From an optimization exercise on the open Yosys and OpenROAD flow, aimed at small area, a short achievable clock period and few clock cycles; shortcuts taken in it are not production practice. Where RTL was checked, it was by simulation tests only, not by an equivalence proof against the original. No activity file was given, so power comes from the tool's default toggle rates.

==> flow/design.v <==
`timescale 1ns / 1ps
package tmr_pkg;
    localparam int MOTIF_CHARS = 16;
    localparam int BASE_W = 8;
    localparam int LEN_W = 5;
    localparam int RUN_W = 8;
    localparam int SKIP_W = 4;
    localparam int CFG_IDX_W = 2;
    localparam int CFG_DATA_W = 64;
    localparam logic [CFG_IDX_W-1:0] REG_MOTIF_LOW = 2'd0;
    localparam logic [CFG_IDX_W-1:0] REG_MOTIF_HIGH = 2'd1;
    localparam logic [CFG_IDX_W-1:0] REG_MOTIF_LENGTH = 2'd2;
    localparam logic [CFG_IDX_W-1:0] REG_MIN_REPEATS = 2'd3;
    localparam logic [BASE_W-1:0] CHAR_A = 8'h41;
    localparam logic [BASE_W-1:0] CHAR_C = 8'h43;
    localparam logic [BASE_W-1:0] CHAR_G = 8'h47;
    localparam logic [BASE_W-1:0] CHAR_T = 8'h54;
endpackage
`timescale 1ns / 1ps
module tmr_cfg_regs (
    input  logic                                                   aclk,
    input  logic                                                   aresetn,
    input  logic                                                   cfg_valid,
    output logic                                                   cfg_ready,
    input  logic [tmr_pkg::CFG_IDX_W-1:0]                          cfg_index,
    input  logic [tmr_pkg::CFG_DATA_W-1:0]                         cfg_data,
    output logic [tmr_pkg::MOTIF_CHARS-1:0][tmr_pkg::BASE_W-1:0]   motif,
    output logic [tmr_pkg::SKIP_W-1:0]                             len_m1,
    output logic [tmr_pkg::RUN_W-1:0]                              min_rep_m1,
    output logic                                                   min_rep_is1,
    output logic                                                   cfg_ok
);
    logic [tmr_pkg::CFG_DATA_W-1:0] motif_low_reg;
    logic [tmr_pkg::CFG_DATA_W-1:0] motif_high_reg;
    logic [tmr_pkg::SKIP_W-1:0]     len_m1_reg;    
    logic                           len_ok_reg;    
    logic [tmr_pkg::RUN_W-1:0]      min_rep_m1_reg;    
    assign cfg_ready = 1'b1;
    logic [tmr_pkg::CFG_DATA_W-1:0] wdata;
    logic                           we_low;
    logic                           we_high;
    assign wdata   = aresetn ? cfg_data : '0;
    assign we_low  = !aresetn || (cfg_valid && (cfg_index == tmr_pkg::REG_MOTIF_LOW));
    assign we_high = !aresetn || (cfg_valid && (cfg_index == tmr_pkg::REG_MOTIF_HIGH));
    always_ff @(posedge aclk) begin
        if (we_low) begin
            motif_low_reg <= wdata;
        end
        if (we_high) begin
            motif_high_reg <= wdata;
        end
    end
    always_ff @(posedge aclk) begin
        if (!aresetn) begin
            len_m1_reg  <= '1;
            len_ok_reg  <= 1'b0;
            min_rep_m1_reg <= '0;
        end else if (cfg_valid) begin
            case (cfg_index)
                tmr_pkg::REG_MOTIF_LENGTH: begin
                    len_m1_reg <= cfg_data[tmr_pkg::SKIP_W-1:0] - 1'b1;
                    len_ok_reg <= (cfg_data[tmr_pkg::LEN_W-1:0] != '0) &&
                                  (cfg_data[tmr_pkg::LEN_W-1:0] <= tmr_pkg::LEN_W'(16));
                end
                tmr_pkg::REG_MIN_REPEATS:  min_rep_m1_reg <= cfg_data[tmr_pkg::RUN_W-1:0] - 1'b1;
                default: begin
                end
            endcase
        end
    end
    assign motif   = {motif_high_reg, motif_low_reg};
    assign len_m1  = len_m1_reg;
    assign min_rep_m1  = min_rep_m1_reg;
    assign min_rep_is1 = (min_rep_m1_reg == '0);
    assign cfg_ok  = len_ok_reg && (min_rep_m1_reg != '1);
endmodule
`timescale 1ns / 1ps
module tmr_scan_ctr (
    input  logic                          aclk,
    input  logic                          step,       
    input  logic                          restart,    
    input  logic [tmr_pkg::SKIP_W-1:0]    len_m1,
    input  logic [tmr_pkg::RUN_W-1:0]     min_rep_m1,
    input  logic                          min_rep_is1,
    input  logic                          match,      
    output logic                          hit
);
    logic [tmr_pkg::SKIP_W-1:0] skip_reg;
    logic [tmr_pkg::RUN_W-1:0]  run_reg;
    logic                       idle;        
    assign idle = restart || (skip_reg == '0);
    assign hit  = idle && match && (restart ? min_rep_is1 : (run_reg == min_rep_m1));
    always_ff @(posedge aclk) begin
        if (step) begin
            if (!idle) begin
                skip_reg <= skip_reg - 1'b1;
            end else begin
                skip_reg <= match ? len_m1 : '0;
                run_reg  <= match ? (restart ? tmr_pkg::RUN_W'(1) : run_reg + 1'b1) : '0;
            end
        end
    end
endmodule
`timescale 1ns / 1ps
module tmr_window (
    input  logic                                                   aclk,
    input  logic                                                   accept,
    input  logic                                                   restart,
    input  logic [tmr_pkg::BASE_W-1:0]                             base,
    input  logic [tmr_pkg::MOTIF_CHARS-1:0][tmr_pkg::BASE_W-1:0]   motif,
    input  logic [tmr_pkg::SKIP_W-1:0]                             len_m1,
    output logic                                                   fwd_match,
    output logic                                                   rev_match
);
    localparam int N = tmr_pkg::MOTIF_CHARS;
    logic [N-1:0] fwd_reg;
    logic [N-1:0] rev_reg;
    logic [N-1:0] fwd_next;
    logic [N-1:0] rev_next;
    logic [N-1:0] eq;
    logic [N-1:0] eqc;
    logic [N-1:0] rev_start;
    logic         is_at;
    logic         is_nuc;
    logic         is_cg;
    logic [7:0]   base_c;
    assign is_at  = (base == tmr_pkg::CHAR_A) || (base == tmr_pkg::CHAR_T);
    assign is_cg  = (base == tmr_pkg::CHAR_C) || (base == tmr_pkg::CHAR_G);
    assign is_nuc = is_at || is_cg;
    assign base_c = base ^ {3'b000, is_at, 1'b0, is_nuc, 1'b0, is_at};
    always_comb begin
        logic [tmr_pkg::BASE_W-1:0] d;
        logic                       z;
        for (int k = 0; k < N; k++) begin
            d      = base ^ motif[k];
            z      = !(d[7] || d[6] || d[5] || d[3] || d[1]);
            eq[k]  = z && !d[4] && !d[2] && !d[0];
            eqc[k] = z && ((!d[4] && !d[2] && !d[0] && !is_nuc) ||
                           (d[4] && d[2] && d[0] && is_at) ||
                           (!d[4] && d[2] && !d[0] && is_cg));
            rev_start[k] = (len_m1 <= 4'(k));
        end
        for (int k = 0; k < N; k++) begin
            fwd_next[k] = eq[k] && ((k == 0) || (!restart && fwd_reg[(k == 0) ? 0 : k - 1]));
            rev_next[k] = eqc[k] && (rev_start[k] || (!restart && rev_reg[(k == N - 1) ? k : k + 1]));
        end
    end
    always_ff @(posedge aclk) begin
        if (accept) begin
            fwd_reg <= fwd_next;
            rev_reg <= rev_next;
        end
    end
    assign fwd_match = fwd_reg[len_m1];
    assign rev_match = rev_reg[0];
endmodule
`timescale 1ns / 1ps
module tandem_motif_repeat_detector (
    input  logic                              aclk,
    input  logic                              aresetn,
    input  logic                              s_tvalid,
    output logic                              s_tready,
    input  logic [7:0]                        s_tdata,    
    input  logic [1:0]                        s_tuser,    
    input  logic                              s_tlast,    
    output logic                              m_tvalid,
    input  logic                              m_tready,
    output logic [7:0]                        m_tdata,    
    output logic [0:0]                        m_tuser,    
    input  logic                              cfg_valid,
    output logic                              cfg_ready,
    input  logic [tmr_pkg::CFG_IDX_W-1:0]     cfg_index,
    input  logic [tmr_pkg::CFG_DATA_W-1:0]    cfg_data
);
    logic [tmr_pkg::MOTIF_CHARS-1:0][tmr_pkg::BASE_W-1:0] motif;
    logic [tmr_pkg::SKIP_W-1:0] len_m1;
    logic [tmr_pkg::RUN_W-1:0]  min_rep_m1;
    logic                       min_rep_is1;
    logic                       cfg_ok;
    logic accept;
    logic ready_reg;
    logic                       restart;
    logic                       after_last_reg;    
    logic                       fwd_match;
    logic                       rev_match;
    logic scan_valid_reg;
    logic scan_restart_reg;
    logic scan_last_reg;
    logic scan_region_reg;
    logic found_reg;
    logic found_next;
    logic fwd_hit;
    logic rev_hit;
    logic push;
    logic out_valid_reg;
    logic out_found_reg;
    logic out_region_reg;
    logic spare_valid_reg;
    logic spare_found_reg;
    logic spare_region_reg;
    logic pop;
    logic head_valid;
    logic head_found;
    logic head_region;
    logic [1:0] queued_next;
    tmr_cfg_regs u_cfg (
        .aclk      (aclk),
        .aresetn   (aresetn),
        .cfg_valid (cfg_valid),
        .cfg_ready (cfg_ready),
        .cfg_index (cfg_index),
        .cfg_data  (cfg_data),
        .motif     (motif),
        .len_m1    (len_m1),
        .min_rep_m1  (min_rep_m1),
        .min_rep_is1 (min_rep_is1),
        .cfg_ok    (cfg_ok)
    );
    assign s_tready = ready_reg;
    assign accept   = s_tvalid && ready_reg;
    assign restart = s_tuser[1] || after_last_reg;
    always_ff @(posedge aclk) begin
        if (!aresetn) begin
            after_last_reg <= 1'b1;
        end else if (accept) begin
            after_last_reg <= s_tlast;
        end
    end
    tmr_window u_window (
        .aclk      (aclk),
        .accept    (accept),
        .restart   (restart),
        .base      (s_tdata),
        .motif     (motif),
        .len_m1    (len_m1),
        .fwd_match (fwd_match),
        .rev_match (rev_match)
    );
    always_ff @(posedge aclk) begin
        if (!aresetn) begin
            scan_valid_reg <= 1'b0;
        end else begin
            scan_valid_reg <= accept;
        end
    end
    always_ff @(posedge aclk) begin
        scan_restart_reg <= restart;
        scan_last_reg    <= s_tlast;
        scan_region_reg  <= s_tuser[0];
    end
    tmr_scan_ctr u_fwd_scan (
        .aclk    (aclk),
        .step    (scan_valid_reg),
        .restart (scan_restart_reg),
        .len_m1  (len_m1),
        .min_rep_m1  (min_rep_m1),
        .min_rep_is1 (min_rep_is1),
        .match   (fwd_match && cfg_ok),
        .hit     (fwd_hit)
    );
    tmr_scan_ctr u_rev_scan (
        .aclk    (aclk),
        .step    (scan_valid_reg),
        .restart (scan_restart_reg),
        .len_m1  (len_m1),
        .min_rep_m1  (min_rep_m1),
        .min_rep_is1 (min_rep_is1),
        .match   (rev_match && cfg_ok),
        .hit     (rev_hit)
    );
    assign found_next = (found_reg && !scan_restart_reg) || fwd_hit || rev_hit;
    always_ff @(posedge aclk) begin
        if (scan_valid_reg) begin
            found_reg <= found_next;
        end
    end
    assign push = scan_valid_reg && scan_last_reg;
    assign pop         = out_valid_reg && m_tready;
    assign head_valid  = pop ? spare_valid_reg  : out_valid_reg;
    assign head_found  = pop ? spare_found_reg  : out_found_reg;
    assign head_region = pop ? spare_region_reg : out_region_reg;
    always_ff @(posedge aclk) begin
        if (!aresetn) begin
            out_valid_reg   <= 1'b0;
            spare_valid_reg <= 1'b0;
        end else begin
            out_valid_reg   <= head_valid || push;
            spare_valid_reg <= (pop ? 1'b0 : spare_valid_reg) || (push && head_valid);
        end
    end
    always_ff @(posedge aclk) begin
        if (!head_valid) begin
            out_found_reg  <= found_next;
            out_region_reg <= scan_region_reg;
        end else begin
            out_found_reg  <= head_found;
            out_region_reg <= head_region;
        end
        if (push && head_valid) begin
            spare_found_reg  <= found_next;
            spare_region_reg <= scan_region_reg;
        end
    end
    assign queued_next = 2'(head_valid) + 2'(push) + 2'(!pop && spare_valid_reg);
    always_ff @(posedge aclk) begin
        if (!aresetn) begin
            ready_reg <= 1'b1;
        end else begin
            ready_reg <= (3'(queued_next) + 3'(accept && s_tlast)) <= 3'd1;
        end
    end
    assign m_tvalid   = out_valid_reg;
    assign m_tdata    = {7'd0, out_found_reg};
    assign m_tuser[0] = out_region_reg;
endmodule
==> flow/config.mk <==
export PLATFORM = sky130hd
export DESIGN_NAME = tandem_motif_repeat_detector
export DESIGN_NICKNAME = tandem_motif_repeat_detector
export VERILOG_FILES = /design/flow/design.v
export SDC_FILE = /design/flow/constraint.sdc
export NUM_CORES = 4
export LEC_CHECK = 0
export CAP_MARGIN = 20
export CORE_MARGIN = 2
export CORE_UTILIZATION = 70
export SLEW_MARGIN = 20
==> flow/constraint.sdc <==
create_clock -name core_clock -period 10.0 [get_ports {aclk}]
set_input_delay 2.0000 -clock core_clock [delete_from_list [all_inputs] [get_ports {aclk}]]
set_output_delay 2.0000 -clock core_clock [all_outputs]
set_load 0.01 [all_outputs]
standard.sh (not shown) runs the stock make flow with config.mk's settings and CLKGATE_MAP_FILE= SYNTH_SCRIPT=/design/flow/synth_recipe.tcl, a recipe that flattens the netlist after the stock synthesis.
==> flow/flow/run.sh <==
#!/bin/bash
set -euo pipefail
bash standard.sh SETUP_SLACK_MARGIN=7.0 "BUFFER_PORTS_ARGS=-buffer_cell sky130_fd_sc_hd__buf_1" \
  "CTS_ARGS=-sink_clustering_enable -repair_clock_nets -dont_use_dummy_load -root_buf sky130_fd_sc_hd__clkbuf_16 -buf_list sky130_fd_sc_hd__clkbuf_8 -sink_clustering_size 16 -sink_clustering_max_diameter 60" \
  finish > make_finish.log 2>&1
==> next run, changes <==
--- a/flow/design.v
+++ b/flow/design.v
@@ -178,9 +178,14 @@
     logic                       min_rep_is1;
     logic                       cfg_ok;
     logic accept;
     logic ready_reg;
-    logic                       restart;
+    logic                       in_valid_reg;
+    logic [tmr_pkg::BASE_W-1:0] in_base_reg;
+    logic                       in_first_reg;
+    logic                       in_last_reg;
+    logic                       in_region_reg;
+    logic                       in_restart;
     logic                       after_last_reg;    
     logic                       fwd_match;
     logic                       rev_match;
     logic scan_valid_reg;
@@ -217,21 +222,34 @@
         .cfg_ok    (cfg_ok)
     );
     assign s_tready = ready_reg;
     assign accept   = s_tvalid && ready_reg;
-    assign restart = s_tuser[1] || after_last_reg;
+    always_ff @(posedge aclk) begin
+        if (!aresetn) begin
+            in_valid_reg <= 1'b0;
+        end else begin
+            in_valid_reg <= accept;
+        end
+    end
+    always_ff @(posedge aclk) begin
+        in_base_reg   <= s_tdata;
+        in_first_reg  <= s_tuser[1];
+        in_last_reg   <= s_tlast;
+        in_region_reg <= s_tuser[0];
+    end
+    assign in_restart = in_first_reg || after_last_reg;
     always_ff @(posedge aclk) begin
         if (!aresetn) begin
             after_last_reg <= 1'b1;
-        end else if (accept) begin
-            after_last_reg <= s_tlast;
+        end else if (in_valid_reg) begin
+            after_last_reg <= in_last_reg;
         end
     end
     tmr_window u_window (
         .aclk      (aclk),
-        .accept    (accept),
-        .restart   (restart),
-        .base      (s_tdata),
+        .accept    (in_valid_reg),
+        .restart   (in_restart),
+        .base      (in_base_reg),
         .motif     (motif),
         .len_m1    (len_m1),
         .fwd_match (fwd_match),
         .rev_match (rev_match)
@@ -239,15 +257,15 @@
     always_ff @(posedge aclk) begin
         if (!aresetn) begin
             scan_valid_reg <= 1'b0;
         end else begin
-            scan_valid_reg <= accept;
+            scan_valid_reg <= in_valid_reg;
         end
     end
     always_ff @(posedge aclk) begin
-        scan_restart_reg <= restart;
-        scan_last_reg    <= s_tlast;
-        scan_region_reg  <= s_tuser[0];
+        scan_restart_reg <= in_restart;
+        scan_last_reg    <= in_last_reg;
+        scan_region_reg  <= in_region_reg;
     end
     tmr_scan_ctr u_fwd_scan (
         .aclk    (aclk),
         .step    (scan_valid_reg),
@@ -305,9 +323,10 @@
     always_ff @(posedge aclk) begin
         if (!aresetn) begin
             ready_reg <= 1'b1;
         end else begin
-            ready_reg <= (3'(queued_next) + 3'(accept && s_tlast)) <= 3'd1;
+            ready_reg <= (3'(queued_next) + 3'(accept && s_tlast) +
+                          3'(in_valid_reg && in_last_reg)) <= 3'd1;
         end
     end
     assign m_tvalid   = out_valid_reg;
     assign m_tdata    = {7'd0, out_found_reg};
The new run ran to the end with no violations.
Setup slack gets better by 0.59 ns.
Cell area fell by 4.9%.
Wire length went down by 10%.
Power stays flat.
Critical path depth drops by 6.
Fmax rises by 20%.
Clock skew goes up by 0.012 ns.
Flip-flop and latch count climbs by 12.
Worst hold slack loses 0.12 ns.
Clock power climbs by about 3%.
Via count fell by 4.5%.
Testbench counts after the change, summed over its fixed seeds: cycles 41,687.
The RTL of the first run of this note was laid out without a check of its function.

[afterwards: timing with drivers on the ports]
In the flow no input, the clock included, has a driving cell. The finished layouts below were timed again as built, in two steps.
Step 1 (the two cells are an assumption about what drives the block):
set clk [get_ports {aclk}]
set_driving_cell -lib_cell sky130_fd_sc_hd__clkbuf_16 $clk
set_driving_cell -lib_cell sky130_fd_sc_hd__buf_2 [delete_from_list [all_inputs] $clk]
Step 2, shift: input delay + t, output delay - t, t = (earliest + latest rising clock arrival at the registers) / 2. This alone moves slack from input paths to output paths.
Three values: no drivers, after step 1, after step 2; two values: the first two.
| run | t (ns) | slack for setup (ns) | hold WS [ns] | worst slew at a driven data input, ns | pins driven straight from the clock port |
|---|---|---|---|---|---|
| the first run | 0.504 | 6.471 / 6.476 / 5.973 | 0.455 / 0.455 / 0.455 | 0.05 | 1 |
| the second run | 0.499 | 7.061 / 7.018 / 6.623 | 0.332 / 0.332 / 0.332 | 0.04 | 1 |
After both steps setup and hold are still met in every run listed. The setup slack of the first run, which loses most, moves by +0.005 ns with the drivers and by -0.498 ns with both steps.
